From an optimization exercise on the open Yosys and OpenROAD flow, aimed at a short achievable clock period and few clock cycles; shortcuts taken in it are not production practice. Function was checked by simulation only, so behaviour that the tests miss may differ from the original.

==> inputs of 05-01 <==
Design dm_cache, start of the top module:
module dm_cache (
	input logic clk,
	input logic reset,
	input logic cpu_req_valid,
	input logic [30-1:0] cpu_req_addr,
	input logic [32-1:0] cpu_req_data,
	input logic [4-1:0] cpu_req_wmask,
	output logic cpu_req_ready,
	output logic cpu_resp_valid,
	output logic [32-1:0] cpu_resp_data,
	output logic mem_req_valid,
	output logic [28-1:0] mem_req_addr,
	output logic mem_req_rw,
	input logic mem_req_ready,
	output logic mem_wdata_valid,
	output logic [128-1:0] mem_wdata_data,
	output logic [16-1:0] mem_wdata_mask,
	input logic mem_wdata_ready,
	input logic mem_resp_valid,
	input logic [128-1:0] mem_resp_data
);
	cache_pkg::cpu_req_t cpu_req;
	cache_pkg::mem_req_t mem_req;
	cache_pkg::mem_wdata_t mem_wdata;
	assign cpu_req.addr = cpu_req_addr;
	assign cpu_req.data = cpu_req_data;
	assign cpu_req.wmask = cpu_req_wmask;
	assign mem_req_addr = mem_req.addr;
	assign mem_req_rw = mem_req.rw;
	assign mem_wdata_data = mem_wdata.data;
	assign mem_wdata_mask = mem_wdata.mask;
	cache_top u_cache (
		.clk(clk),
		.reset(reset),
		.cpu_req_valid(cpu_req_valid),
		.cpu_req(cpu_req),
		.cpu_req_ready(cpu_req_ready),
		.cpu_resp_valid(cpu_resp_valid),
		.cpu_resp_data(cpu_resp_data),
		.mem_req_valid(mem_req_valid),
		.mem_req(mem_req),
		.mem_req_ready(mem_req_ready),
		.mem_wdata_valid(mem_wdata_valid),
		.mem_wdata(mem_wdata),
		.mem_wdata_ready(mem_wdata_ready),
		.mem_resp_valid(mem_resp_valid),
		.mem_resp_data(mem_resp_data)
	);
endmodule
export LEC_CHECK = 0
export CAP_MARGIN = 20
export CELL_PAD_IN_SITES_DETAIL_PLACEMENT = 1
export CELL_PAD_IN_SITES_GLOBAL_PLACEMENT = 2
export CORE_MARGIN = 2
export CORE_UTILIZATION = 30
export PLACE_DENSITY = 0.45
export SETUP_SLACK_MARGIN = 2.5
export SLEW_MARGIN = 20
export TNS_END_PERCENT = 100
create_clock -name core_clock -period 5.5 [get_ports {clk}]
run.sh (not shown) runs the stock make flow with config.mk's settings and CLKGATE_MAP_FILE= SYNTH_SCRIPT=/design/flow/synth_recipe.tcl, a recipe that flattens the netlist after the stock synthesis.
==> inputs of 06-02, as changes to 05-01 <==
==> flow/flow/run.sh (new file) <==
#!/bin/bash
# The standard layout, with the resizer free to pick cells of any
# footprint (the platform sets MATCH_CELL_FOOTPRINT=1). The make output goes
# to flow_standard.log; each ORFS step also keeps its own log under orfs/logs.
set -euo pipefail
bash standard.sh MATCH_CELL_FOOTPRINT=0 finish > flow_standard.log 2>&1
==> flow/standard.sh (new file) <==
#!/bin/bash
# synth_recipe.tcl (not shown) runs the flow's synth.tcl, then flattens the netlist and writes it again
# the make line also repeats each setting of config.mk as NAME=value (left out here)
make -C /OpenROAD-flow-scripts/flow DESIGN_CONFIG=/design/flow/config.mk WORK_HOME=/design/flow/orfs CLKGATE_MAP_FILE= SYNTH_SCRIPT=/design/flow/synth_recipe.tcl "${@:-finish}"
removed: flow/run.sh
==> flow_summary.json <==
{
  "status": "failed layout checks",
  "violations": "antenna rules",
  "cp_top_family": "multiplexers",
  "num_vias": 383000,
  "ant_nets": 2,
  "finalWirelength_um": 2900000,
  "wl_met3_um": 269000,
  "placedInstanceArea_um2": 480000,
  "area_delta_synth_final_pct": 23.1,
  "buffer_area_frac": 0.0781,
  "grt_start_max_net_pins": 149,
  "track_usage": 0.366
}
the above is filed under 05-01

==> flow_summary.json <==
{
  "status": "finished clean",
  "num_vias": 395000,
  "track_usage": 0.372,
  "path_depth": 1,
  "area_delta_synth_final_pct": 25.9,
  "grt_use_met2": 0.555,
  "ant_nets": 0,
  "multi_input_area_um2": 181000,
  "buffer_area_frac": 0.0923,
  "placedInstanceArea_um2": 481000,
  "cp_top_family": "flip-flops",
  "grt_start_max_net_pins": 137,
  "wl_met3_um": 339000
}
the above is filed under 06-02

Testbench counts of 05-01, summed over its fixed seeds: cycles 16,388.
Testbench counts of 06-02, summed over its fixed seeds: cycles 16,388.

==> port drivers added, routing unchanged <==
No port has a modelled driver above. Below, the same layouts with a new extraction and two added sets of constraints.
Step 1, drivers: a clkbuf_16 drives clk and a buf_2 each remaining input, both assumed.
Step 2 times the ports against the registers' clock, not the clock port: input delays grow and output delays shrink by t, the midpoint of the rising clock arrivals with the driver on.
a / b / c = ideal ports / drivers / drivers and shift; a / b = the first two.
| run | t (ns) | setup slack, ns | worst hold slack (ns) |
|---|---|---|---|
| 05-01 | 1.534 | 2.201 / 2.122 / 0.877 | 0.169 / -0.017 / 0.461 |
| 06-02 | 1.573 | 2.153 / 2.026 / 1.130 | 0.053 / -0.036 / 0.453 |
For 05-01, which loses most, drivers alone change the setup slack by -0.079 ns; drivers and shift together by -1.324 ns.
